Source: an optimization exercise on an open RTL-to-GDS flow (aim: small area). Production flows keep margins and buffers that such runs may drop.
The RTL was checked by simulation tests, not by an equivalence proof against the original design.
No run shown here takes its clock network from TritonCTS; it comes from the design's own scripts or RTL.
The clock port is modelled as an ideal driver, which makes a skipped or thinned clock tree look cheaper than it is; a real chip needs a root buffer or a tree.
Power figures rest on the tool's default switching activity, not on a simulated workload.

==> flow/design.v (outline; a module is shown in full before it is edited, if it fits) <==
// module bw_o22ai: 3 lines
// module bw_a22oi: 3 lines
// module bw_a222oi: 4 lines
// module bw_nand2: 3 lines
// module bw_nor2: 3 lines
// module bw_inv: 3 lines
// module banner_window_extract: 526 lines
// module banner_scroller: 70 lines
module banner_scroller (
    input  logic              clk,
    input  logic              rst_n,
    input  logic              enable,
    input  logic              scroll_tick,
    output logic [ADDR_W-1:0] rom_addr,
    input  logic [WORD_W-1:0] rom_data,
    output logic              row_valid,
    input  logic              row_ready,
    output logic [3:0]        row_idx,
    output logic [WIN_W-1:0]  row_pixels,
    output logic              frame_done,
    output logic [OFF_W-1:0]  offset
);
  // ...
==> flow/flow/run.sh <==
#!/bin/bash
# Own layout flow: the standard ORFS flow (standard.sh) on a copy of ORFS's scripts, with
# these changes:
#  - ABC maps for area (amap) instead of ORFS's delay-driven "map -B 0.9" area script;
#  - port buffering uses the smallest buffer (buf_1) instead of the default choice;
#  - after floorplanning, flow/inv2.tcl makes every inverter an inv_2 (same area, more drive).
# Every tool's output goes to ORFS's own per-step logs under orfs/logs, plus standard.log here.
set -euo pipefail
W=$PWD
# worst register clock-pin slew (ns) that the clock tree must reach by estimate
CTS_TARGET=0.115
rm -rf "$W/scripts"
cp -r "$FLOW_HOME/scripts" "$W/scripts"
cp "$W/flow/abc_area.script" "$W/scripts/abc_area.script"
python3 - "$W/scripts/cts.tcl" "$W/flow/mancts.tcl" "$CTS_TARGET" "$W/flow/cts_candidates.txt" <<'PY'
import sys
path, man, target, cands = sys.argv[1:]
src = open(path).read()
old = "log_cmd clock_tree_synthesis {*}$cts_args"
assert src.count(old) == 1
cand = open(cands).read().strip()
src = src.replace(old, f"source {man}\nbench_manual_cts {target} {{{cand}}}\nset_propagated_clock [all_clocks]")
open(path, "w").write(src)
PY
python3 - "$W/scripts/floorplan.tcl" "$W/flow/inv2.tcl" <<'PY'
import sys
path, tcl = sys.argv[1:]
src = open(path).read()
old = "source_step_tcl POST FLOORPLAN"
assert src.count(old) == 1
src = src.replace(old, old + f"\nsource {tcl}")
open(path, "w").write(src)
PY
export SCRIPTS_DIR="$W/scripts"
export BUFFER_PORTS_ARGS="-buffer_cell sky130_fd_sc_hd__buf_1"
bash "$W/standard.sh" > "$W/standard.log" 2>&1
==> flow/flow/abc_area.script <==
strash
dch
amap
topo
stime -c
==> flow/flow/inv2.tcl <==
# Every inverter becomes inv_2: it has the same area as inv_1 and clkinv_1 but twice the drive,
# so the select lines of the window shifter need no repair buffers.
set n 0
foreach inst [[ord::get_db_block] getInsts] {
  set m [[$inst getMaster] getName]
  if {$m == "sky130_fd_sc_hd__inv_1" || $m == "sky130_fd_sc_hd__clkinv_1"} {
    replace_cell [$inst getName] sky130_fd_sc_hd__inv_2
    incr n
  }
}
puts "inv2.tcl: $n inverters made inv_2"
==> flow/flow/mancts.tcl <==

proc my_kmeans { sinks nleaf } {
  set n [llength $sinks]
  set sorted [lsort -integer -index 1 $sinks]
  set centers {}
  for {set k 0} {$k < $nleaf} {incr k} {
    set s [lindex $sorted [expr {int(($k + 0.5) * $n / $nleaf)}]]
    lappend centers [list [lindex $s 1] [lindex $s 2]]
  }
  for {set iter 0} {$iter < 50} {incr iter} {
    set groups {}
    for {set k 0} {$k < $nleaf} {incr k} { lappend groups {} }
    foreach s $sinks {
      set best 0; set bd 1e30
      for {set k 0} {$k < $nleaf} {incr k} {
        lassign [lindex $centers $k] cx cy
        set d [expr {abs([lindex $s 1]-$cx) + abs([lindex $s 2]-$cy)}]
        if {$d < $bd} {set bd $d; set best $k}
      }
      lset groups $best [concat [lindex $groups $best] [list $s]]
    }
    set newc {}
    for {set k 0} {$k < $nleaf} {incr k} {
      set g [lindex $groups $k]
      if {[llength $g] == 0} { lappend newc [lindex $centers $k]; continue }
      set sx 0; set sy 0
      foreach s $g { set sx [expr {$sx + [lindex $s 1]}]; set sy [expr {$sy + [lindex $s 2]}] }
      lappend newc [list [expr {int($sx / [llength $g])}] [expr {int($sy / [llength $g])}]]
    }
    set centers $newc
  }
  return [list $groups $centers]
}

proc my_clock_slew { } {
  estimate_parasitics -placement
  set mx 0
  foreach pin [get_pins -hierarchical */CLK] {
    set s [get_property $pin slew_max]
    if {$s > $mx} {set mx $s}
  }
  return $mx
}

proc my_make_level { block parent_net items nclu master tag } {
  # items: list of {iterm x y}; makes nclu buffers fed by parent_net, each driving one cluster
  # of items; returns list of {inst net count} and list of {A-iterm x y} of the new buffers
  lassign [my_kmeans $items $nclu] groups centers
  set made {}
  set feeds {}
  for {set k 0} {$k < $nclu} {incr k} {
    set g [lindex $groups $k]
    if {[llength $g] == 0} continue
    set net [odb::dbNet_create $block "clknet_${tag}_$k"]
    $net setSigType CLOCK
    set inst [odb::dbInst_create $block $master "clkbuf_${tag}_$k"]
    [$inst findITerm A] connect $parent_net
    [$inst findITerm X] connect $net
    foreach s $g { set it [lindex $s 0]; $it disconnect; $it connect $net }
    lassign [lindex $centers $k] cx cy
    $inst setLocation $cx $cy
    $inst setPlacementStatus PLACED
    lappend made [list $inst $net [llength $g]]
    lappend feeds [list [$inst findITerm A] $cx $cy]
  }
  return [list $made $feeds]
}

proc my_manual_cts { target_ns candidates } {
  # candidates: {nleaf leaf_master nmid mid_master} (nmid 0: leaves fed by the port)
  set block [ord::get_db_block]
  set clknet [$block findNet clk]
  $clknet setSigType CLOCK
  set sinks {}
  foreach it [$clknet getITerms] {
    lassign [[$it getInst] getLocation] x y
    lappend sinks [list $it $x $y]
  }
  set_propagated_clock [all_clocks]
  foreach cand $candidates {
    lassign $cand nleaf leaf_name nmid mid_name
    lassign [my_make_level $block $clknet $sinks $nleaf [[ord::get_db] findMaster $leaf_name] leaf] made feeds
    set made_mid {}
    if {$nmid > 0} {
      lassign [my_make_level $block $clknet $feeds $nmid [[ord::get_db] findMaster $mid_name] mid] made_mid feeds2
    }
    detailed_placement
    set slew [my_clock_slew]
    puts "manual cts: $nleaf x $leaf_name under $nmid x $mid_name: estimated worst clock-pin slew [format %.1f [expr {$slew * 1000}]] ps"
    if {$slew <= $target_ns} {
      foreach m [concat $made_mid $made] { puts "  [[lindex $m 0] getName]: drives [lindex $m 2]" }
      return
    }
    foreach m [concat $made_mid $made] {
      lassign $m inst net cnt
      foreach it [$net getITerms] {
        if {[$it getInst] != $inst} { $it disconnect; $it connect $clknet }
      }
      [$inst findITerm A] disconnect
      [$inst findITerm X] disconnect
      odb::dbInst_destroy $inst
      odb::dbNet_destroy $net
    }
  }
  error "manual cts: no candidate met the clock slew target"
}
==> flow/standard.sh <==
#!/bin/bash
# synth_recipe.tcl (not shown) runs the flow's synth.tcl, then flattens the netlist and writes it again
# the make line also repeats each setting of config.mk as NAME=value (left out here)
make -C /OpenROAD-flow-scripts/flow DESIGN_CONFIG=/design/flow/config.mk WORK_HOME=/design/flow/orfs CLKGATE_MAP_FILE= SYNTH_SCRIPT=/design/flow/synth_recipe.tcl "${@:-finish}"
==> flow/config.mk <==
export PLATFORM = sky130hd
export DESIGN_NAME = banner_scroller
export DESIGN_NICKNAME = banner_scroller
export VERILOG_FILES = /design/flow/design.v
export SDC_FILE = /design/flow/constraint.sdc
export NUM_CORES = 8
export LEC_CHECK = 0
export ABC_AREA = 1
export CAP_MARGIN = 5
export CORE_MARGIN = 2
export CORE_UTILIZATION = 70
export PLACE_DENSITY = 0.9
export SLEW_MARGIN = 5
export SYNTH_HIERARCHICAL = 1
==> flow/constraint.sdc <==
create_clock -name core_clock -period 7.0 [get_ports {clk}]
set_input_delay 1.4000 -clock core_clock [delete_from_list [all_inputs] [get_ports {clk}]]
set_output_delay 1.4000 -clock core_clock [all_outputs]
set_load 0.01 [all_outputs]
Not shown: flow/flow/cts_candidates.txt
==> reports/summary.txt, run 1 <==
Status: finished clean
Largest register FFs: 32
Most instantiated cells after synthesis: o22ai_1 (170), a222oi_1 (63), dfxtp_1 (47)
Hold Buf Count CTS: 0
Most frequent cells in the layout: o22ai_1 (170), buf_1 (124), a222oi_1 (63), dfxtp_1 (47), inv_2 (23)
Post-synth top flop: dfxtp_1
Post-synthesis simple-gate area fraction: 5.79%
Post-synth EDFFs: 0
Die height: 70.9 microns
Multi-input gates: 299
Delay-heaviest family, CP: compound AO/OA/AOI/OAI gates
Comb pwr share: 36.4%
Post-CTS resize count: 0
Final std cells w/o fill: 552
GPL Wtd Cong: 0.934
Full die area: 5020 sq um
Pin count of the biggest net entering global routing: 56
Max Used Layer: met4
Yosys warnings: 7
Yosys reg bits: 47
Largest registers: pix_q: 32 flops, off_q: 7 flops, idx_q: 4 flops
Critical Path Max Stage Delay: 0.67 ns
Register area: 941 sq um
Count leader, synth: o22ai_1
PD cells: 214 nW/um^2
Crit path max-delay cell type: a222oi_1
Tot GR Track Use: 52.3%
Met2 Use GR: 79.6%
Synth cell types: 22
Seq cells: 47
Fin. Hold Viols: 0
DP Cell Count: 545
P_leak: 1.18 nW
Slew HR: 45.8%
I/O Buffers: 124
Sequential share of cell area: 25.6%
Hold slack: 0.547 ns
Syn Nets: 452
Hold path start: off_q[6]
Global-route wire length before repair: 21200 microns
Non-clock inverter count in the final layout: 23
Min setup slack post-route: 3.71 ns
Met1 global-route usage: 65.3%
Drt first pass iters: 13
==> run 2: changes to the inputs <==
==> flow/design.v (replaced) <==
package banner_scroller_pkg;
    localparam int WORD_W = 71;
    localparam int ROWS   = 15;
    localparam int WIN_W  = 32;
    localparam int GAP    = 8;
    localparam int ADDR_W = 5;
    localparam int OFF_W  = 7;
endpackage
import banner_scroller_pkg::*;
module bw_o22ai (input logic a1, input logic a2, input logic b1, input logic b2, output logic y);
    assign y = ~((a1 | a2) & (b1 | b2));
endmodule
module bw_a22oi (input logic a1, input logic a2, input logic b1, input logic b2, output logic y);
    assign y = ~((a1 & a2) | (b1 & b2));
endmodule
module bw_a222oi (input logic a1, input logic a2, input logic b1, input logic b2,
                  input logic c1, input logic c2, output logic y);
    assign y = ~((a1 & a2) | (b1 & b2) | (c1 & c2));
endmodule
module bw_nand2 (input logic a, input logic b, output logic y);
    assign y = ~(a & b);
endmodule
module bw_nor2 (input logic a, input logic b, output logic y);
    assign y = ~(a | b);
endmodule
module bw_inv (input logic a, output logic y);
    assign y = ~a;
endmodule
module banner_window_extract (
    input  logic [WORD_W-1:0] rom_data,
    input  logic [OFF_W-1:0]  offset,
    input  logic              load,
    input  logic [WIN_W-1:0]  pix_q,
    output logic [WIN_W-1:0]  pix_d
);
    wire o1;
    assign o1 = offset[1];
    wire s65_1;
    assign s65_1 = o5;
    wire s65_2;
    assign s65_2 = o6;
    wire s65_1_n;
    assign s65_1_n = o5_n;
    wire s65_2_n;
    assign s65_2_n = o6_n;
    wire o1_n;
    wire o2_n;
    wire o2;
    wire o3_n;
    wire o3;
    wire o4_n;
    wire o4;
    wire o5_n;
    wire o5;
    wire o6_n;
    wire o6;
    wire s65_0_n;
    wire s65_0;
    wire lda_n;
    wire lda;
    wire ldb_n;
    wire ldb;
    wire hold;
    wire self_n0;
    wire self;
    wire self_n;
    wire w0;
    wire w1;
    wire w2;
    wire w3;
    wire w4;
    wire w5;
    wire w6;
    wire w7;
    wire w8;
    wire w9;
    wire w10;
    wire w11;
    wire w12;
    wire w13;
    wire w14;
    wire w15;
    wire w16;
    wire w17;
    wire w18;
    wire w19;
    wire w20;
    wire w21;
    wire w22;
    wire w23;
    wire w24;
    wire w25;
    wire w26;
    wire w27;
    wire w28;
    wire w29;
    wire w30;
    wire w31;
    wire w32;
    wire w33;
    wire w34;
    wire w35;
    wire w36;
    wire w37;
    wire w38;
    wire w39;
    wire w40;
    wire w41;
    wire w42;
    wire w43;
    wire w44;
    wire w45;
    wire w46;
    wire w47;
    wire w48;
    wire w49;
    wire w50;
    wire w51;
    wire w52;
    wire w53;
    wire w54;
    wire w55;
    wire w56;
    wire w57;
    wire w58;
    wire w59;
    wire w60;
    wire w61;
    wire w62;
    wire w63;
    wire w64;
    wire w65;
    wire w66;
    wire w67;
    wire w68;
    wire w69;
    wire w70;
    wire w71;
    wire w72;
    wire w73;
    wire w74;
    wire w75;
    wire w76;
    wire w77;
    wire w78;
    wire w79;
    wire w80;
    wire w81;
    wire w82;
    wire w83;
    wire w84;
    wire w85;
    wire w86;
    wire w87;
    wire w88;
    wire w89;
    wire w90;
    wire w91;
    wire w92;
    wire w93;
    wire w94;
    wire w95;
    wire w96;
    wire w97;
    wire w98;
    wire w99;
    wire w100;
    wire w101;
    wire w102;
    wire w103;
    wire w104;
    wire w105;
    wire w106;
    wire w107;
    wire w108;
    wire w109;
    wire w110;
    wire w111;
    wire w112;
    wire w113;
    wire w114;
    wire w115;
    wire w116;
    wire w117;
    wire w118;
    wire w119;
    wire w120;
    wire w121;
    wire w122;
    wire w123;
    wire w124;
    wire w125;
    wire w126;
    wire w127;
    wire w128;
    wire w129;
    wire w130;
    wire w131;
    wire w132;
    wire w133;
    wire w134;
    wire w135;
    wire w136;
    wire w137;
    wire w138;
    wire w139;
    wire w140;
    wire w141;
    wire w142;
    wire w143;
    wire w144;
    wire w145;
    wire w146;
    wire w147;
    wire w148;
    wire w149;
    wire w150;
    wire w151;
    wire w152;
    wire w153;
    wire w154;
    wire w155;
    wire w156;
    wire w157;
    wire w158;
    wire w159;
    wire w160;
    wire w161;
    wire w162;
    wire w163;
    wire w164;
    wire w165;
    wire w166;
    wire w167;
    wire w168;
    wire w169;
    wire w170;
    wire w171;
    wire w172;
    wire w173;
    wire w174;
    wire w175;
    wire w176;
    wire w177;
    wire w178;
    wire w179;
    wire w180;
    wire w181;
    wire w182;
    wire w183;
    wire w184;
    wire w185;
    wire w186;
    wire w187;
    wire w188;
    wire w189;
    wire w190;
    wire w191;
    wire w192;
    wire w193;
    wire w194;
    wire w195;
    wire w196;
    wire w197;
    wire w198;
    wire w199;
    wire w200;
    wire w201;
    wire w202;
    wire w203;
    wire w204;
    wire w205;
    wire w206;
    wire w207;
    wire w208;
    wire w209;
    wire w210;
    wire w211;
    wire w212;
    wire w213;
    wire w214;
    wire w215;
    wire w216;
    bw_inv u0 (.a(offset[1]), .y(o1_n));
    bw_inv u1 (.a(offset[2]), .y(o2_n));
    bw_inv u2 (.a(o2_n), .y(o2));
    bw_inv u3 (.a(offset[3]), .y(o3_n));
    bw_inv u4 (.a(o3_n), .y(o3));
    bw_inv u5 (.a(offset[4]), .y(o4_n));
    bw_inv u6 (.a(o4_n), .y(o4));
    bw_inv u7 (.a(offset[5]), .y(o5_n));
    bw_inv u8 (.a(o5_n), .y(o5));
    bw_inv u9 (.a(offset[6]), .y(o6_n));
    bw_inv u10 (.a(o6_n), .y(o6));
    bw_nand2 u11 (.a(o5_n), .b(o6_n), .y(s65_0_n));
    bw_inv u12 (.a(s65_0_n), .y(s65_0));
    bw_nand2 u13 (.a(load), .b(o1_n), .y(lda_n));
    bw_inv u14 (.a(lda_n), .y(lda));
    bw_nand2 u15 (.a(load), .b(offset[1]), .y(ldb_n));
    bw_inv u16 (.a(ldb_n), .y(ldb));
    bw_inv u17 (.a(load), .y(hold));
    bw_nand2 u18 (.a(load), .b(offset[0]), .y(self_n0));
    bw_inv u19 (.a(self_n0), .y(self));
    bw_inv u20 (.a(self), .y(self_n));
    bw_a222oi u21 (.a1(s65_0), .a2(rom_data[70]), .b1(s65_1), .b2(rom_data[38]), .c1(s65_2), .c2(rom_data[6]), .y(w0));
    bw_a222oi u22 (.a1(s65_0), .a2(rom_data[54]), .b1(s65_1), .b2(rom_data[22]), .c1(s65_2), .c2(rom_data[69]), .y(w1));
    bw_o22ai u23 (.a1(w0), .a2(o4), .b1(w1), .b2(o4_n), .y(w2));
    bw_a22oi u24 (.a1(s65_0), .a2(rom_data[62]), .b1(s65_1), .b2(rom_data[30]), .y(w3));
    bw_a222oi u25 (.a1(s65_0), .a2(rom_data[46]), .b1(s65_1), .b2(rom_data[14]), .c1(s65_2), .c2(rom_data[61]), .y(w4));
    bw_o22ai u26 (.a1(w3), .a2(o4), .b1(w4), .b2(o4_n), .y(w5));
    bw_o22ai u27 (.a1(w2), .a2(o3), .b1(w5), .b2(o3_n), .y(w6));
    bw_a222oi u28 (.a1(s65_0), .a2(rom_data[66]), .b1(s65_1), .b2(rom_data[34]), .c1(s65_2), .c2(rom_data[2]), .y(w7));
    bw_a222oi u29 (.a1(s65_0), .a2(rom_data[50]), .b1(s65_1), .b2(rom_data[18]), .c1(s65_2), .c2(rom_data[65]), .y(w8));
    bw_o22ai u30 (.a1(w7), .a2(o4), .b1(w8), .b2(o4_n), .y(w9));
    bw_a22oi u31 (.a1(s65_0), .a2(rom_data[58]), .b1(s65_1), .b2(rom_data[26]), .y(w10));
    bw_a222oi u32 (.a1(s65_0), .a2(rom_data[42]), .b1(s65_1), .b2(rom_data[10]), .c1(s65_2), .c2(rom_data[57]), .y(w11));
    bw_o22ai u33 (.a1(w10), .a2(o4), .b1(w11), .b2(o4_n), .y(w12));
    bw_o22ai u34 (.a1(w9), .a2(o3), .b1(w12), .b2(o3_n), .y(w13));
    bw_o22ai u35 (.a1(w6), .a2(o2), .b1(w13), .b2(o2_n), .y(w14));
    bw_a222oi u36 (.a1(s65_0), .a2(rom_data[68]), .b1(s65_1), .b2(rom_data[36]), .c1(s65_2), .c2(rom_data[4]), .y(w15));
    bw_a222oi u37 (.a1(s65_0), .a2(rom_data[52]), .b1(s65_1), .b2(rom_data[20]), .c1(s65_2), .c2(rom_data[67]), .y(w16));
    bw_o22ai u38 (.a1(w15), .a2(o4), .b1(w16), .b2(o4_n), .y(w17));
    bw_a22oi u39 (.a1(s65_0), .a2(rom_data[60]), .b1(s65_1), .b2(rom_data[28]), .y(w18));
    bw_a222oi u40 (.a1(s65_0), .a2(rom_data[44]), .b1(s65_1), .b2(rom_data[12]), .c1(s65_2), .c2(rom_data[59]), .y(w19));
    bw_o22ai u41 (.a1(w18), .a2(o4), .b1(w19), .b2(o4_n), .y(w20));
    bw_o22ai u42 (.a1(w17), .a2(o3), .b1(w20), .b2(o3_n), .y(w21));
    bw_a222oi u43 (.a1(s65_0), .a2(rom_data[64]), .b1(s65_1), .b2(rom_data[32]), .c1(s65_2), .c2(rom_data[0]), .y(w22));
    bw_a222oi u44 (.a1(s65_0), .a2(rom_data[48]), .b1(s65_1), .b2(rom_data[16]), .c1(s65_2), .c2(rom_data[63]), .y(w23));
    bw_o22ai u45 (.a1(w22), .a2(o4), .b1(w23), .b2(o4_n), .y(w24));
    bw_a22oi u46 (.a1(s65_0), .a2(rom_data[56]), .b1(s65_1), .b2(rom_data[24]), .y(w25));
    bw_a222oi u47 (.a1(s65_0), .a2(rom_data[40]), .b1(s65_1), .b2(rom_data[8]), .c1(s65_2), .c2(rom_data[55]), .y(w26));
    bw_o22ai u48 (.a1(w25), .a2(o4), .b1(w26), .b2(o4_n), .y(w27));
    bw_o22ai u49 (.a1(w24), .a2(o3), .b1(w27), .b2(o3_n), .y(w28));
    bw_o22ai u50 (.a1(w21), .a2(o2), .b1(w28), .b2(o2_n), .y(w29));
    bw_a222oi u51 (.a1(lda), .a2(w14), .b1(ldb), .b2(w29), .c1(hold), .c2(pix_q[31]), .y(w30));
    bw_a222oi u52 (.a1(s65_0), .a2(rom_data[69]), .b1(s65_1), .b2(rom_data[37]), .c1(s65_2), .c2(rom_data[5]), .y(w31));
    bw_a222oi u53 (.a1(s65_0), .a2(rom_data[53]), .b1(s65_1), .b2(rom_data[21]), .c1(s65_2), .c2(rom_data[68]), .y(w32));
    bw_o22ai u54 (.a1(w31), .a2(o4), .b1(w32), .b2(o4_n), .y(w33));
    bw_a22oi u55 (.a1(s65_0), .a2(rom_data[61]), .b1(s65_1), .b2(rom_data[29]), .y(w34));
    bw_a222oi u56 (.a1(s65_0), .a2(rom_data[45]), .b1(s65_1), .b2(rom_data[13]), .c1(s65_2), .c2(rom_data[60]), .y(w35));
    bw_o22ai u57 (.a1(w34), .a2(o4), .b1(w35), .b2(o4_n), .y(w36));
    bw_o22ai u58 (.a1(w33), .a2(o3), .b1(w36), .b2(o3_n), .y(w37));
    bw_a222oi u59 (.a1(s65_0), .a2(rom_data[65]), .b1(s65_1), .b2(rom_data[33]), .c1(s65_2), .c2(rom_data[1]), .y(w38));
    bw_a222oi u60 (.a1(s65_0), .a2(rom_data[49]), .b1(s65_1), .b2(rom_data[17]), .c1(s65_2), .c2(rom_data[64]), .y(w39));
    bw_o22ai u61 (.a1(w38), .a2(o4), .b1(w39), .b2(o4_n), .y(w40));
    bw_a22oi u62 (.a1(s65_0), .a2(rom_data[57]), .b1(s65_1), .b2(rom_data[25]), .y(w41));
    bw_a222oi u63 (.a1(s65_0), .a2(rom_data[41]), .b1(s65_1), .b2(rom_data[9]), .c1(s65_2), .c2(rom_data[56]), .y(w42));
    bw_o22ai u64 (.a1(w41), .a2(o4), .b1(w42), .b2(o4_n), .y(w43));
    bw_o22ai u65 (.a1(w40), .a2(o3), .b1(w43), .b2(o3_n), .y(w44));
    bw_o22ai u66 (.a1(w37), .a2(o2), .b1(w44), .b2(o2_n), .y(w45));
    bw_a222oi u67 (.a1(s65_0), .a2(rom_data[67]), .b1(s65_1), .b2(rom_data[35]), .c1(s65_2), .c2(rom_data[3]), .y(w46));
    bw_a222oi u68 (.a1(s65_0), .a2(rom_data[51]), .b1(s65_1), .b2(rom_data[19]), .c1(s65_2), .c2(rom_data[66]), .y(w47));
    bw_o22ai u69 (.a1(w46), .a2(o4), .b1(w47), .b2(o4_n), .y(w48));
    bw_a22oi u70 (.a1(s65_0), .a2(rom_data[59]), .b1(s65_1), .b2(rom_data[27]), .y(w49));
    bw_a222oi u71 (.a1(s65_0), .a2(rom_data[43]), .b1(s65_1), .b2(rom_data[11]), .c1(s65_2), .c2(rom_data[58]), .y(w50));
    bw_o22ai u72 (.a1(w49), .a2(o4), .b1(w50), .b2(o4_n), .y(w51));
    bw_o22ai u73 (.a1(w48), .a2(o3), .b1(w51), .b2(o3_n), .y(w52));
    bw_a22oi u74 (.a1(s65_0), .a2(rom_data[63]), .b1(s65_1), .b2(rom_data[31]), .y(w53));
    bw_a222oi u75 (.a1(s65_0), .a2(rom_data[47]), .b1(s65_1), .b2(rom_data[15]), .c1(s65_2), .c2(rom_data[62]), .y(w54));
    bw_o22ai u76 (.a1(w53), .a2(o4), .b1(w54), .b2(o4_n), .y(w55));
    bw_a222oi u77 (.a1(s65_0), .a2(rom_data[55]), .b1(s65_1), .b2(rom_data[23]), .c1(s65_2), .c2(rom_data[70]), .y(w56));
    bw_a222oi u78 (.a1(s65_0), .a2(rom_data[39]), .b1(s65_1), .b2(rom_data[7]), .c1(s65_2), .c2(rom_data[54]), .y(w57));
    bw_o22ai u79 (.a1(w56), .a2(o4), .b1(w57), .b2(o4_n), .y(w58));
    bw_o22ai u80 (.a1(w55), .a2(o3), .b1(w58), .b2(o3_n), .y(w59));
    bw_o22ai u81 (.a1(w52), .a2(o2), .b1(w59), .b2(o2_n), .y(w60));
    bw_a222oi u82 (.a1(lda), .a2(w45), .b1(ldb), .b2(w60), .c1(hold), .c2(pix_q[30]), .y(w61));
    bw_a222oi u83 (.a1(s65_0), .a2(rom_data[38]), .b1(s65_1), .b2(rom_data[6]), .c1(s65_2), .c2(rom_data[53]), .y(w62));
    bw_o22ai u84 (.a1(w1), .a2(o4), .b1(w62), .b2(o4_n), .y(w63));
    bw_o22ai u85 (.a1(w5), .a2(o3), .b1(w63), .b2(o3_n), .y(w64));
    bw_o22ai u86 (.a1(w13), .a2(o2), .b1(w64), .b2(o2_n), .y(w65));
    bw_a222oi u87 (.a1(lda), .a2(w29), .b1(ldb), .b2(w65), .c1(hold), .c2(pix_q[29]), .y(w66));
    bw_a222oi u88 (.a1(s65_0), .a2(rom_data[37]), .b1(s65_1), .b2(rom_data[5]), .c1(s65_2), .c2(rom_data[52]), .y(w67));
    bw_o22ai u89 (.a1(w32), .a2(o4), .b1(w67), .b2(o4_n), .y(w68));
    bw_o22ai u90 (.a1(w36), .a2(o3), .b1(w68), .b2(o3_n), .y(w69));
    bw_o22ai u91 (.a1(w44), .a2(o2), .b1(w69), .b2(o2_n), .y(w70));
    bw_a222oi u92 (.a1(lda), .a2(w60), .b1(ldb), .b2(w70), .c1(hold), .c2(pix_q[28]), .y(w71));
    bw_a222oi u93 (.a1(s65_0), .a2(rom_data[36]), .b1(s65_1), .b2(rom_data[4]), .c1(s65_2), .c2(rom_data[51]), .y(w72));
    bw_o22ai u94 (.a1(w16), .a2(o4), .b1(w72), .b2(o4_n), .y(w73));
    bw_o22ai u95 (.a1(w20), .a2(o3), .b1(w73), .b2(o3_n), .y(w74));
    bw_o22ai u96 (.a1(w28), .a2(o2), .b1(w74), .b2(o2_n), .y(w75));
    bw_a222oi u97 (.a1(lda), .a2(w65), .b1(ldb), .b2(w75), .c1(hold), .c2(pix_q[27]), .y(w76));
    bw_a222oi u98 (.a1(s65_0), .a2(rom_data[35]), .b1(s65_1), .b2(rom_data[3]), .c1(s65_2), .c2(rom_data[50]), .y(w77));
    bw_o22ai u99 (.a1(w47), .a2(o4), .b1(w77), .b2(o4_n), .y(w78));
    bw_o22ai u100 (.a1(w51), .a2(o3), .b1(w78), .b2(o3_n), .y(w79));
    bw_o22ai u101 (.a1(w59), .a2(o2), .b1(w79), .b2(o2_n), .y(w80));
    bw_a222oi u102 (.a1(lda), .a2(w70), .b1(ldb), .b2(w80), .c1(hold), .c2(pix_q[26]), .y(w81));
    bw_a222oi u103 (.a1(s65_0), .a2(rom_data[34]), .b1(s65_1), .b2(rom_data[2]), .c1(s65_2), .c2(rom_data[49]), .y(w82));
    bw_o22ai u104 (.a1(w8), .a2(o4), .b1(w82), .b2(o4_n), .y(w83));
    bw_o22ai u105 (.a1(w12), .a2(o3), .b1(w83), .b2(o3_n), .y(w84));
    bw_o22ai u106 (.a1(w64), .a2(o2), .b1(w84), .b2(o2_n), .y(w85));
    bw_a222oi u107 (.a1(lda), .a2(w75), .b1(ldb), .b2(w85), .c1(hold), .c2(pix_q[25]), .y(w86));
    bw_a222oi u108 (.a1(s65_0), .a2(rom_data[33]), .b1(s65_1), .b2(rom_data[1]), .c1(s65_2), .c2(rom_data[48]), .y(w87));
    bw_o22ai u109 (.a1(w39), .a2(o4), .b1(w87), .b2(o4_n), .y(w88));
    bw_o22ai u110 (.a1(w43), .a2(o3), .b1(w88), .b2(o3_n), .y(w89));
    bw_o22ai u111 (.a1(w69), .a2(o2), .b1(w89), .b2(o2_n), .y(w90));
    bw_a222oi u112 (.a1(lda), .a2(w80), .b1(ldb), .b2(w90), .c1(hold), .c2(pix_q[24]), .y(w91));
    bw_a222oi u113 (.a1(s65_0), .a2(rom_data[32]), .b1(s65_1), .b2(rom_data[0]), .c1(s65_2), .c2(rom_data[47]), .y(w92));
    bw_o22ai u114 (.a1(w23), .a2(o4), .b1(w92), .b2(o4_n), .y(w93));
    bw_o22ai u115 (.a1(w27), .a2(o3), .b1(w93), .b2(o3_n), .y(w94));
    bw_o22ai u116 (.a1(w74), .a2(o2), .b1(w94), .b2(o2_n), .y(w95));
    bw_a222oi u117 (.a1(lda), .a2(w85), .b1(ldb), .b2(w95), .c1(hold), .c2(pix_q[23]), .y(w96));
    bw_a22oi u118 (.a1(s65_0), .a2(rom_data[31]), .b1(s65_2), .b2(rom_data[46]), .y(w97));
    bw_o22ai u119 (.a1(w54), .a2(o4), .b1(w97), .b2(o4_n), .y(w98));
    bw_o22ai u120 (.a1(w58), .a2(o3), .b1(w98), .b2(o3_n), .y(w99));
    bw_o22ai u121 (.a1(w79), .a2(o2), .b1(w99), .b2(o2_n), .y(w100));
    bw_a222oi u122 (.a1(lda), .a2(w90), .b1(ldb), .b2(w100), .c1(hold), .c2(pix_q[22]), .y(w101));
    bw_a22oi u123 (.a1(s65_0), .a2(rom_data[30]), .b1(s65_2), .b2(rom_data[45]), .y(w102));
    bw_o22ai u124 (.a1(w4), .a2(o4), .b1(w102), .b2(o4_n), .y(w103));
    bw_o22ai u125 (.a1(w63), .a2(o3), .b1(w103), .b2(o3_n), .y(w104));
    bw_o22ai u126 (.a1(w84), .a2(o2), .b1(w104), .b2(o2_n), .y(w105));
    bw_a222oi u127 (.a1(lda), .a2(w95), .b1(ldb), .b2(w105), .c1(hold), .c2(pix_q[21]), .y(w106));
    bw_a22oi u128 (.a1(s65_0), .a2(rom_data[29]), .b1(s65_2), .b2(rom_data[44]), .y(w107));
    bw_o22ai u129 (.a1(w35), .a2(o4), .b1(w107), .b2(o4_n), .y(w108));
    bw_o22ai u130 (.a1(w68), .a2(o3), .b1(w108), .b2(o3_n), .y(w109));
    bw_o22ai u131 (.a1(w89), .a2(o2), .b1(w109), .b2(o2_n), .y(w110));
    bw_a222oi u132 (.a1(lda), .a2(w100), .b1(ldb), .b2(w110), .c1(hold), .c2(pix_q[20]), .y(w111));
    bw_a22oi u133 (.a1(s65_0), .a2(rom_data[28]), .b1(s65_2), .b2(rom_data[43]), .y(w112));
    bw_o22ai u134 (.a1(w19), .a2(o4), .b1(w112), .b2(o4_n), .y(w113));
    bw_o22ai u135 (.a1(w73), .a2(o3), .b1(w113), .b2(o3_n), .y(w114));
    bw_o22ai u136 (.a1(w94), .a2(o2), .b1(w114), .b2(o2_n), .y(w115));
    bw_a222oi u137 (.a1(lda), .a2(w105), .b1(ldb), .b2(w115), .c1(hold), .c2(pix_q[19]), .y(w116));
    bw_a22oi u138 (.a1(s65_0), .a2(rom_data[27]), .b1(s65_2), .b2(rom_data[42]), .y(w117));
    bw_o22ai u139 (.a1(w50), .a2(o4), .b1(w117), .b2(o4_n), .y(w118));
    bw_o22ai u140 (.a1(w78), .a2(o3), .b1(w118), .b2(o3_n), .y(w119));
    bw_o22ai u141 (.a1(w99), .a2(o2), .b1(w119), .b2(o2_n), .y(w120));
    bw_a222oi u142 (.a1(lda), .a2(w110), .b1(ldb), .b2(w120), .c1(hold), .c2(pix_q[18]), .y(w121));
    bw_a22oi u143 (.a1(s65_0), .a2(rom_data[26]), .b1(s65_2), .b2(rom_data[41]), .y(w122));
    bw_o22ai u144 (.a1(w11), .a2(o4), .b1(w122), .b2(o4_n), .y(w123));
    bw_o22ai u145 (.a1(w83), .a2(o3), .b1(w123), .b2(o3_n), .y(w124));
    bw_o22ai u146 (.a1(w104), .a2(o2), .b1(w124), .b2(o2_n), .y(w125));
    bw_a222oi u147 (.a1(lda), .a2(w115), .b1(ldb), .b2(w125), .c1(hold), .c2(pix_q[17]), .y(w126));
    bw_a22oi u148 (.a1(s65_0), .a2(rom_data[25]), .b1(s65_2), .b2(rom_data[40]), .y(w127));
    bw_o22ai u149 (.a1(w42), .a2(o4), .b1(w127), .b2(o4_n), .y(w128));
    bw_o22ai u150 (.a1(w88), .a2(o3), .b1(w128), .b2(o3_n), .y(w129));
    bw_o22ai u151 (.a1(w109), .a2(o2), .b1(w129), .b2(o2_n), .y(w130));
    bw_a222oi u152 (.a1(lda), .a2(w120), .b1(ldb), .b2(w130), .c1(hold), .c2(pix_q[16]), .y(w131));
    bw_nand2 u153 (.a(s65_0), .b(rom_data[24]), .y(w132));
    bw_o22ai u154 (.a1(w26), .a2(o4), .b1(w132), .b2(o4_n), .y(w133));
    bw_o22ai u155 (.a1(w93), .a2(o3), .b1(w133), .b2(o3_n), .y(w134));
    bw_o22ai u156 (.a1(w114), .a2(o2), .b1(w134), .b2(o2_n), .y(w135));
    bw_a222oi u157 (.a1(lda), .a2(w125), .b1(ldb), .b2(w135), .c1(hold), .c2(pix_q[15]), .y(w136));
    bw_o22ai u158 (.a1(rom_data[23]), .a2(o5), .b1(rom_data[70]), .b2(o5_n), .y(w137));
    bw_o22ai u159 (.a1(w57), .a2(o4), .b1(w137), .b2(o4_n), .y(w138));
    bw_o22ai u160 (.a1(w98), .a2(o3), .b1(w138), .b2(o3_n), .y(w139));
    bw_o22ai u161 (.a1(w119), .a2(o2), .b1(w139), .b2(o2_n), .y(w140));
    bw_a222oi u162 (.a1(lda), .a2(w130), .b1(ldb), .b2(w140), .c1(hold), .c2(pix_q[14]), .y(w141));
    bw_o22ai u163 (.a1(rom_data[22]), .a2(o5), .b1(rom_data[69]), .b2(o5_n), .y(w142));
    bw_o22ai u164 (.a1(w62), .a2(o4), .b1(w142), .b2(o4_n), .y(w143));
    bw_o22ai u165 (.a1(w103), .a2(o3), .b1(w143), .b2(o3_n), .y(w144));
    bw_o22ai u166 (.a1(w124), .a2(o2), .b1(w144), .b2(o2_n), .y(w145));
    bw_a222oi u167 (.a1(lda), .a2(w135), .b1(ldb), .b2(w145), .c1(hold), .c2(pix_q[13]), .y(w146));
    bw_o22ai u168 (.a1(rom_data[21]), .a2(o5), .b1(rom_data[68]), .b2(o5_n), .y(w147));
    bw_o22ai u169 (.a1(w67), .a2(o4), .b1(w147), .b2(o4_n), .y(w148));
    bw_o22ai u170 (.a1(w108), .a2(o3), .b1(w148), .b2(o3_n), .y(w149));
    bw_o22ai u171 (.a1(w129), .a2(o2), .b1(w149), .b2(o2_n), .y(w150));
    bw_a222oi u172 (.a1(lda), .a2(w140), .b1(ldb), .b2(w150), .c1(hold), .c2(pix_q[12]), .y(w151));
    bw_o22ai u173 (.a1(rom_data[20]), .a2(o5), .b1(rom_data[67]), .b2(o5_n), .y(w152));
    bw_o22ai u174 (.a1(w72), .a2(o4), .b1(w152), .b2(o4_n), .y(w153));
    bw_o22ai u175 (.a1(w113), .a2(o3), .b1(w153), .b2(o3_n), .y(w154));
    bw_o22ai u176 (.a1(w134), .a2(o2), .b1(w154), .b2(o2_n), .y(w155));
    bw_a222oi u177 (.a1(lda), .a2(w145), .b1(ldb), .b2(w155), .c1(hold), .c2(pix_q[11]), .y(w156));
    bw_o22ai u178 (.a1(rom_data[19]), .a2(o5), .b1(rom_data[66]), .b2(o5_n), .y(w157));
    bw_o22ai u179 (.a1(w77), .a2(o4), .b1(w157), .b2(o4_n), .y(w158));
    bw_o22ai u180 (.a1(w118), .a2(o3), .b1(w158), .b2(o3_n), .y(w159));
    bw_o22ai u181 (.a1(w139), .a2(o2), .b1(w159), .b2(o2_n), .y(w160));
    bw_a222oi u182 (.a1(lda), .a2(w150), .b1(ldb), .b2(w160), .c1(hold), .c2(pix_q[10]), .y(w161));
    bw_o22ai u183 (.a1(rom_data[18]), .a2(o5), .b1(rom_data[65]), .b2(o5_n), .y(w162));
    bw_o22ai u184 (.a1(w82), .a2(o4), .b1(w162), .b2(o4_n), .y(w163));
    bw_o22ai u185 (.a1(w123), .a2(o3), .b1(w163), .b2(o3_n), .y(w164));
    bw_o22ai u186 (.a1(w144), .a2(o2), .b1(w164), .b2(o2_n), .y(w165));
    bw_a222oi u187 (.a1(lda), .a2(w155), .b1(ldb), .b2(w165), .c1(hold), .c2(pix_q[9]), .y(w166));
    bw_o22ai u188 (.a1(rom_data[17]), .a2(o5), .b1(rom_data[64]), .b2(o5_n), .y(w167));
    bw_o22ai u189 (.a1(w87), .a2(o4), .b1(w167), .b2(o4_n), .y(w168));
    bw_o22ai u190 (.a1(w128), .a2(o3), .b1(w168), .b2(o3_n), .y(w169));
    bw_o22ai u191 (.a1(w149), .a2(o2), .b1(w169), .b2(o2_n), .y(w170));
    bw_a222oi u192 (.a1(lda), .a2(w160), .b1(ldb), .b2(w170), .c1(hold), .c2(pix_q[8]), .y(w171));
    bw_o22ai u193 (.a1(rom_data[16]), .a2(o5), .b1(rom_data[63]), .b2(o5_n), .y(w172));
    bw_o22ai u194 (.a1(w92), .a2(o4), .b1(w172), .b2(o4_n), .y(w173));
    bw_o22ai u195 (.a1(w133), .a2(o3), .b1(w173), .b2(o3_n), .y(w174));
    bw_o22ai u196 (.a1(w154), .a2(o2), .b1(w174), .b2(o2_n), .y(w175));
    bw_a222oi u197 (.a1(lda), .a2(w165), .b1(ldb), .b2(w175), .c1(hold), .c2(pix_q[7]), .y(w176));
    bw_o22ai u198 (.a1(rom_data[15]), .a2(o5), .b1(rom_data[62]), .b2(o5_n), .y(w177));
    bw_o22ai u199 (.a1(w97), .a2(o4), .b1(w177), .b2(o4_n), .y(w178));
    bw_o22ai u200 (.a1(w138), .a2(o3), .b1(w178), .b2(o3_n), .y(w179));
    bw_o22ai u201 (.a1(w159), .a2(o2), .b1(w179), .b2(o2_n), .y(w180));
    bw_a222oi u202 (.a1(lda), .a2(w170), .b1(ldb), .b2(w180), .c1(hold), .c2(pix_q[6]), .y(w181));
    bw_o22ai u203 (.a1(rom_data[14]), .a2(o5), .b1(rom_data[61]), .b2(o5_n), .y(w182));
    bw_o22ai u204 (.a1(w102), .a2(o4), .b1(w182), .b2(o4_n), .y(w183));
    bw_o22ai u205 (.a1(w143), .a2(o3), .b1(w183), .b2(o3_n), .y(w184));
    bw_o22ai u206 (.a1(w164), .a2(o2), .b1(w184), .b2(o2_n), .y(w185));
    bw_a222oi u207 (.a1(lda), .a2(w175), .b1(ldb), .b2(w185), .c1(hold), .c2(pix_q[5]), .y(w186));
    bw_o22ai u208 (.a1(rom_data[13]), .a2(o5), .b1(rom_data[60]), .b2(o5_n), .y(w187));
    bw_o22ai u209 (.a1(w107), .a2(o4), .b1(w187), .b2(o4_n), .y(w188));
    bw_o22ai u210 (.a1(w148), .a2(o3), .b1(w188), .b2(o3_n), .y(w189));
    bw_o22ai u211 (.a1(w169), .a2(o2), .b1(w189), .b2(o2_n), .y(w190));
    bw_a222oi u212 (.a1(lda), .a2(w180), .b1(ldb), .b2(w190), .c1(hold), .c2(pix_q[4]), .y(w191));
    bw_o22ai u213 (.a1(rom_data[12]), .a2(o5), .b1(rom_data[59]), .b2(o5_n), .y(w192));
    bw_o22ai u214 (.a1(w112), .a2(o4), .b1(w192), .b2(o4_n), .y(w193));
    bw_o22ai u215 (.a1(w153), .a2(o3), .b1(w193), .b2(o3_n), .y(w194));
    bw_o22ai u216 (.a1(w174), .a2(o2), .b1(w194), .b2(o2_n), .y(w195));
    bw_a222oi u217 (.a1(lda), .a2(w185), .b1(ldb), .b2(w195), .c1(hold), .c2(pix_q[3]), .y(w196));
    bw_o22ai u218 (.a1(rom_data[11]), .a2(o5), .b1(rom_data[58]), .b2(o5_n), .y(w197));
    bw_o22ai u219 (.a1(w117), .a2(o4), .b1(w197), .b2(o4_n), .y(w198));
    bw_o22ai u220 (.a1(w158), .a2(o3), .b1(w198), .b2(o3_n), .y(w199));
    bw_o22ai u221 (.a1(w179), .a2(o2), .b1(w199), .b2(o2_n), .y(w200));
    bw_a222oi u222 (.a1(lda), .a2(w190), .b1(ldb), .b2(w200), .c1(hold), .c2(pix_q[2]), .y(w201));
    bw_o22ai u223 (.a1(rom_data[10]), .a2(o5), .b1(rom_data[57]), .b2(o5_n), .y(w202));
    bw_o22ai u224 (.a1(w122), .a2(o4), .b1(w202), .b2(o4_n), .y(w203));
    bw_o22ai u225 (.a1(w163), .a2(o3), .b1(w203), .b2(o3_n), .y(w204));
    bw_o22ai u226 (.a1(w184), .a2(o2), .b1(w204), .b2(o2_n), .y(w205));
    bw_a222oi u227 (.a1(lda), .a2(w195), .b1(ldb), .b2(w205), .c1(hold), .c2(pix_q[1]), .y(w206));
    bw_o22ai u228 (.a1(rom_data[9]), .a2(o5), .b1(rom_data[56]), .b2(o5_n), .y(w207));
    bw_o22ai u229 (.a1(w127), .a2(o4), .b1(w207), .b2(o4_n), .y(w208));
    bw_o22ai u230 (.a1(w168), .a2(o3), .b1(w208), .b2(o3_n), .y(w209));
    bw_o22ai u231 (.a1(w189), .a2(o2), .b1(w209), .b2(o2_n), .y(w210));
    bw_a222oi u232 (.a1(lda), .a2(w200), .b1(ldb), .b2(w210), .c1(hold), .c2(pix_q[0]), .y(w211));
    bw_o22ai u233 (.a1(rom_data[8]), .a2(o5), .b1(rom_data[55]), .b2(o5_n), .y(w212));
    bw_o22ai u234 (.a1(w132), .a2(o4), .b1(w212), .b2(o4_n), .y(w213));
    bw_o22ai u235 (.a1(w173), .a2(o3), .b1(w213), .b2(o3_n), .y(w214));
    bw_o22ai u236 (.a1(w194), .a2(o2), .b1(w214), .b2(o2_n), .y(w215));
    bw_o22ai u237 (.a1(w205), .a2(o1), .b1(w215), .b2(o1_n), .y(w216));
    bw_o22ai u238 (.a1(w30), .a2(self), .b1(w61), .b2(self_n), .y(pix_d[31]));
    bw_o22ai u239 (.a1(w61), .a2(self), .b1(w66), .b2(self_n), .y(pix_d[30]));
    bw_o22ai u240 (.a1(w66), .a2(self), .b1(w71), .b2(self_n), .y(pix_d[29]));
    bw_o22ai u241 (.a1(w71), .a2(self), .b1(w76), .b2(self_n), .y(pix_d[28]));
    bw_o22ai u242 (.a1(w76), .a2(self), .b1(w81), .b2(self_n), .y(pix_d[27]));
    bw_o22ai u243 (.a1(w81), .a2(self), .b1(w86), .b2(self_n), .y(pix_d[26]));
    bw_o22ai u244 (.a1(w86), .a2(self), .b1(w91), .b2(self_n), .y(pix_d[25]));
    bw_o22ai u245 (.a1(w91), .a2(self), .b1(w96), .b2(self_n), .y(pix_d[24]));
    bw_o22ai u246 (.a1(w96), .a2(self), .b1(w101), .b2(self_n), .y(pix_d[23]));
    bw_o22ai u247 (.a1(w101), .a2(self), .b1(w106), .b2(self_n), .y(pix_d[22]));
    bw_o22ai u248 (.a1(w106), .a2(self), .b1(w111), .b2(self_n), .y(pix_d[21]));
    bw_o22ai u249 (.a1(w111), .a2(self), .b1(w116), .b2(self_n), .y(pix_d[20]));
    bw_o22ai u250 (.a1(w116), .a2(self), .b1(w121), .b2(self_n), .y(pix_d[19]));
    bw_o22ai u251 (.a1(w121), .a2(self), .b1(w126), .b2(self_n), .y(pix_d[18]));
    bw_o22ai u252 (.a1(w126), .a2(self), .b1(w131), .b2(self_n), .y(pix_d[17]));
    bw_o22ai u253 (.a1(w131), .a2(self), .b1(w136), .b2(self_n), .y(pix_d[16]));
    bw_o22ai u254 (.a1(w136), .a2(self), .b1(w141), .b2(self_n), .y(pix_d[15]));
    bw_o22ai u255 (.a1(w141), .a2(self), .b1(w146), .b2(self_n), .y(pix_d[14]));
    bw_o22ai u256 (.a1(w146), .a2(self), .b1(w151), .b2(self_n), .y(pix_d[13]));
    bw_o22ai u257 (.a1(w151), .a2(self), .b1(w156), .b2(self_n), .y(pix_d[12]));
    bw_o22ai u258 (.a1(w156), .a2(self), .b1(w161), .b2(self_n), .y(pix_d[11]));
    bw_o22ai u259 (.a1(w161), .a2(self), .b1(w166), .b2(self_n), .y(pix_d[10]));
    bw_o22ai u260 (.a1(w166), .a2(self), .b1(w171), .b2(self_n), .y(pix_d[9]));
    bw_o22ai u261 (.a1(w171), .a2(self), .b1(w176), .b2(self_n), .y(pix_d[8]));
    bw_o22ai u262 (.a1(w176), .a2(self), .b1(w181), .b2(self_n), .y(pix_d[7]));
    bw_o22ai u263 (.a1(w181), .a2(self), .b1(w186), .b2(self_n), .y(pix_d[6]));
    bw_o22ai u264 (.a1(w186), .a2(self), .b1(w191), .b2(self_n), .y(pix_d[5]));
    bw_o22ai u265 (.a1(w191), .a2(self), .b1(w196), .b2(self_n), .y(pix_d[4]));
    bw_o22ai u266 (.a1(w196), .a2(self), .b1(w201), .b2(self_n), .y(pix_d[3]));
    bw_o22ai u267 (.a1(w201), .a2(self), .b1(w206), .b2(self_n), .y(pix_d[2]));
    bw_o22ai u268 (.a1(w206), .a2(self), .b1(w211), .b2(self_n), .y(pix_d[1]));
    bw_o22ai u269 (.a1(w211), .a2(self), .b1(w216), .b2(self_n), .y(pix_d[0]));
endmodule
import banner_scroller_pkg::*;
module banner_scroller (
    input  logic              clk,
    input  logic              rst_n,
    input  logic              enable,
    input  logic              scroll_tick,
    output logic [ADDR_W-1:0] rom_addr,
    input  logic [WORD_W-1:0] rom_data,
    output logic              row_valid,
    input  logic              row_ready,
    output logic [3:0]        row_idx,
    output logic [WIN_W-1:0]  row_pixels,
    output logic              frame_done,
    output logic [OFF_W-1:0]  offset
);
    logic             st1_q, st0_q;
    logic [3:0]       idx_q;
    logic [WIN_W-1:0] pix_q;
    logic             fd_q;
    logic [OFF_W-1:0] off_q;
    logic             pend_q;
    logic [WIN_W-1:0] pix_d;
    banner_window_extract u_extract (
        .rom_data (rom_data),
        .offset   (off_q),
        .load     (st1_q & st0_q),
        .pix_q    (pix_q),
        .pix_d    (pix_d)
    );
    wire present = st1_q & ~st0_q;
    wire accept  = present & row_ready;
    wire last    = &idx_q[3:1];
    wire fend    = accept & last;
    wire ostep = fend & pend_q;
    wire off_wrap = off_q[6] & off_q[3] & off_q[2] & off_q[1];
    always_ff @(posedge clk) begin
        pix_q <= pix_d;
    end
    always_ff @(posedge clk) begin
        if (!rst_n) begin
            st1_q  <= 1'b0;
            st0_q  <= 1'b0;
            idx_q  <= '0;
            fd_q   <= 1'b0;
            off_q  <= '0;
            pend_q <= 1'b0;
        end else begin
            st1_q  <= st0_q | (st1_q & ~row_ready);
            st0_q  <= st1_q ? (~st0_q & row_ready & enable) : (st0_q | enable);
            fd_q   <= fend;
            pend_q <= scroll_tick | (pend_q & ~fend);
            idx_q[0] <= idx_q[0] ^ (accept & ~last);
            idx_q[1] <= ~fend & (idx_q[1] ^ (accept & idx_q[0]));
            idx_q[2] <= ~fend & (idx_q[2] ^ (accept & idx_q[0] & idx_q[1]));
            idx_q[3] <= ~fend & (idx_q[3] ^ (accept & idx_q[0] & idx_q[1] & idx_q[2]));
            off_q[0] <= off_q[0] ^ (ostep & ~off_wrap);
            off_q[1] <= ~(ostep & off_wrap) & (off_q[1] ^ (ostep & off_q[0]));
            off_q[2] <= ~(ostep & off_wrap) & (off_q[2] ^ (ostep & (&off_q[1:0])));
            off_q[3] <= ~(ostep & off_wrap) & (off_q[3] ^ (ostep & (&off_q[2:0])));
            off_q[4] <= off_q[4] ^ (ostep & (&off_q[3:0]));
            off_q[5] <= off_q[5] ^ (ostep & (&off_q[4:0]));
            off_q[6] <= ~(ostep & off_wrap) & (off_q[6] ^ (ostep & (&off_q[5:0])));
        end
    end
    assign rom_addr   = {1'b0, idx_q};
    assign row_valid  = present;
    assign row_idx    = idx_q;
    assign row_pixels = pix_q;
    assign frame_done = fd_q;
    assign offset     = off_q;
endmodule
==> flow/config.mk (replaced) <==
export PLATFORM = sky130hd
export DESIGN_NAME = banner_scroller
export DESIGN_NICKNAME = banner_scroller
export VERILOG_FILES = /design/flow/design.v
export SDC_FILE = /design/flow/constraint.sdc
export NUM_CORES = 8
export LEC_CHECK = 0
export ABC_AREA = 1
export CAP_MARGIN = 5
export CORE_MARGIN = 2
export CORE_UTILIZATION = 65
export PLACE_DENSITY = 0.85
export SLEW_MARGIN = 5
export SYNTH_HIERARCHICAL = 1
==> run 2 against run 1 <==
  * Utilization decreased by 6.8 points
  * Design area shrank 0.24%
  * Die area increased by 7.1%
  * First-iteration DRC count decreased by 34%
  * Setup slack improved by 0.0088 ns
  * Sequential power hardly changed
  * Highest routed layer unchanged
  * Combinational power is 6% lower
  * Hold slack worse by 0.023 ns
==> reports/summary.txt, run 2 <==
Status: finished clean
Commonest non-fill, non-tap cell in the layout: o22ai_1
R2R cell count: 8
Core Util, Final: 78.1%
Fin. Hold Viols: 0 (unchanged)
Crit path top cell by count: o22ai_1
Row count: 25
Synthesis-to-layout area growth: 17.2%
GR Overflow Total: 0
Count leader, synth: o22ai_1
Critical path class: reg -> reg
PD cells: 207 nW/um^2 (-3.2%)
MaxCap Viol Count: 0
Synth Area in Adders: 0.800%
Via Count: 4598
Crit-path cells: inv_2 -> inv_2 -> a222oi_1 -> o22ai_1 -> o22ai_1 -> o22ai_1 -> a222oi_1 -> o22ai_1
Yosys warnings: 7 (unchanged)
Via-to-Cell Ratio: 8.33
Clock Latency Late Sink: 0.56 ns
DR DRC count: 0
Buf/Inv on CP: 2
Avg Synthesized Cell Area: 8.39 sq um
Async SR Flop Fraction: 0%
Drt total wl: 12600 microns
I/O Buffers: 124 (unchanged)
Initial DRC count: 953
Clock skew: 0.0138 ns
Comb pwr share: 35.3% (-1.1 points)
Syn Nets: 451 (-0.22%)
Nets@finish: 578
Worst hold path type: reg -> reg
Yosys top cell area share: 34.0%
Post-synth top flop: dfxtp_1
Net switching power: 0.300 mW
Largest registers: pix_q: 32 flops, off_q: 7 flops, idx_q: 4 flops
DPL Wire Length: 8260 microns
Largest family of logic cells by synthesized area: compound AO/OA/AOI/OAI gates
Flop pwr share: 49.4%
Worst reg2reg setup slack: 3.72 ns
Tmin final: 3.28 ns
Routed length per placed instance: 22.8 microns
Ratio of cells with drive above 1 in the final layout: 5.42%
Critical Path Max Stage Delay: 0.66 ns (about the same)
Most frequent cells in the layout: o22ai_1 (170), buf_1 (124), a222oi_1 (63), dfxtp_1 (47), inv_2 (22)
Pin count of the biggest net entering global routing: 56 (unchanged)
P_leak: 1.17 nW (-1.1%)
CP Data Required Time: 7.39 ns
Setup TNS: 0 ns
CP startpoint: off_q[5]
Worst-path fanout max: 55
Grt met3 use: 7.54%
Setup crit end kind: flip-flop
Core area: 4690 sq um
XOR/XNOR share of the synthesized area: 0%
GPL Wtd Cong: 0.943 (+0.97%)
Delay-heaviest family, CP: compound AO/OA/AOI/OAI gates
Synth cell types: 22 (unchanged)
Final period util: 46.9%
Post-synth EDFFs: 0 (unchanged)
Largest register FFs: 32 (unchanged)
Die height: 73.4 microns (+3.5%)
CP arrival: 3.68 ns
Worst setup SP type: flip-flop
Initial antenna violation count: 0
RSZ-0062 raised after global routing: false
Final std cells w/o fill: 552 (unchanged)
Antenna-violating nets left: 0
Sequential share of the synthesized area: 30.1%
Synth Instances: 373
Worst vdd ir: 210 uV
Fmax: 305 MHz
P_int: 0.460 mW
Crit path max-delay cell type: a222oi_1
Met1 global-route usage: 55.3% (-10 points)
Post-synthesis simple-gate area fraction: 5.80% (+0.0070 points)
Post CTS Setup Buffer Count: 0
Global-route layer with the greatest usage: met2
Synth area leaders: o22ai_1 (34%), dfxtp_1 (30%), a222oi_1 (20%)
Starting Density: 66.7%
Antenna diode count: 0
Worst-margin pin slew: 0.834 ns
Full die area: 5380 sq um (+7.1%)
Vias in the first global route: 3685
Clock transition at path regs: 0.11 ns
Largest area contributor in the netlist: o22ai_1
DP Cell Count: 546 (+0.18%)
Post-Syn Area: 3130 sq um
Switching share of power: 39.4%
Met2 Use GR: 69.1% (-11 points)
Hold slack: 0.524 ns (-0.0229 ns)
Critical path depth: 8
Top reg by flops: pix_q
Final setup fails: 0
Most instantiated cells after synthesis: o22ai_1 (170), a222oi_1 (63), dfxtp_1 (47)
Hold Buf Count CTS: 0 (unchanged)
Mux cell area share after synthesis: 0%
Ports: 126
Crit path to: pix_q[18]
Post-synthesis compound-gate area fraction: 59.4%
Clock share of power: 15.3%
Global-route wire length before repair: 18500 microns (-13%)
Tot GR Track Use: 43.2% (-9.1 points)
Drt first pass iters: 10 (-3)
Reg2reg start: off_q[5]
Reg2reg end: pix_q[18]
Post-CTS resize count: 0 (unchanged)
Yosys reg bits: 47 (unchanged)
Slew HR: 44.3% (-1.4 points)
Die X-Extent: 73.4 microns
Pins Over Slew Limit: 0
## run 2: cell families after synthesis
kind of cell	count (synthesis)
and+or+nand+nor	40
buffers and inverters	27
AOI/OAI and AO/OA	256
DFF	47
other	1
adders and majority gates	2
## run 2: worst min-delay path by stage
| stage | endpoint | start | cells after the start | slack [ns] |
|---|---|---|---|---|
| after floorplan | pend_q | pend_q | 2 | 0.47 |
| after global placement | idx_q[0] | idx_q[0] | 2 | 0.46 |
| after detailed placement | idx_q[0] | idx_q[0] | 2 | 0.48 |
| after CTS | idx_q[0] | idx_q[0] | 2 | 0.52 |
| after global routing | idx_q[0] | idx_q[0] | 2 | 0.53 |
| final | idx_q[0] | idx_q[0] | 2 | 0.52 |
## run 2: layout make-up
class | instances | area [sq um]
Multi-Input combinational cell | 299 | 2070
Fill cell | 363 | 1030
Sequential cell | 47 | 941
Timing Repair Buffer | 124 | 465
Inverter | 22 | 82.6
Tap cell | 54 | 67.6
Buffer | 6 | 41.3
## run 2: worst register-to-register path, cell delays in order, from the launching register on
cell	delay, ns
dfxtp_1	0.35
inv_2	0.28
inv_2	0.41
a222oi_1	0.58
o22ai_1	0.17
o22ai_1	0.27
o22ai_1	0.18
a222oi_1	0.66
o22ai_1	0.21
## run 2: per-stage QoR
| stage | cell area, sq um | power (mW) | setup slack, ns |
|---|---|---|---|
| after floorplan | 3130 | 0.509 | 3.78 |
| after global placement | 3620 | 0.602 | 3.79 |
| after detailed placement | 3620 | 0.617 | 3.67 |
| after CTS | 3660 | 0.744 | 3.99 |
| after global routing | 3660 | 0.782 | 3.75 |
| final | 3660 | 0.760 | 3.72 |
## run 2: Yosys stat by module, one instance, submodules excluded, excerpt
module / area, sq um / copies in the design / flops+latches / cells
bw_a22oi: 7.51 / 15 / 0 / 1
banner_scroller: 1240 / 1 / 47 / 103
bw_o22ai: 6.26 / 170 / 0 / 1
bw_a222oi: 10.0 / 63 / 0 / 1
bw_nand2: 3.75 / 5 / 0 / 1
bw_inv: 3.75 / 17 / 0 / 1
## run 2: power by group through the flow
stage | sequential [mW] | combinational [mW] | clock [mW]
global route | 0.375 | 0.283 | 0.124
finish | 0.375 | 0.269 | 0.116
CTS | 0.370 | 0.258 | 0.116
global placement | 0.367 | 0.235 | 0
detailed placement | 0.372 | 0.245 | 0
floorplan | 0.392 | 0.117 | 0
## run 2: layer usage
metal,vias up,wire length [microns]
met5,-,0
met4,0,831
met3,96,1710
met2,487,5620
met1,1992,4440
li1,2023,-

static timing again, ports no longer ideal:
The results above use ideal ports. As a check the final layouts listed here were re-extracted and re-timed, cells and wires unchanged. Step 1: set_driving_cell puts a clkbuf_16 on clk and a buf_2 on each other input, an assumption about the parent block. Step 2 also shifts input and output timing later by t, the mid clock arrival at the registers, as if the neighbouring blocks saw the same clock. a / b / c = ideal ports / drivers / drivers and shift; a / b = the first two.
run | t, ns | slack for setup (ns) | worst setup path after step 2 | cell pins on the clock port's net
run 1 | 0.639 | 3.707 / 3.707 / 3.317 | input to register | 1
run 2 | 0.579 | 3.716 / 3.716 / 3.368 | input to register | 1
After both steps every run listed still meets setup and hold. For run 1, which loses most, drivers alone change the setup slack by 0.000 ns; drivers and shift together by -0.390 ns.
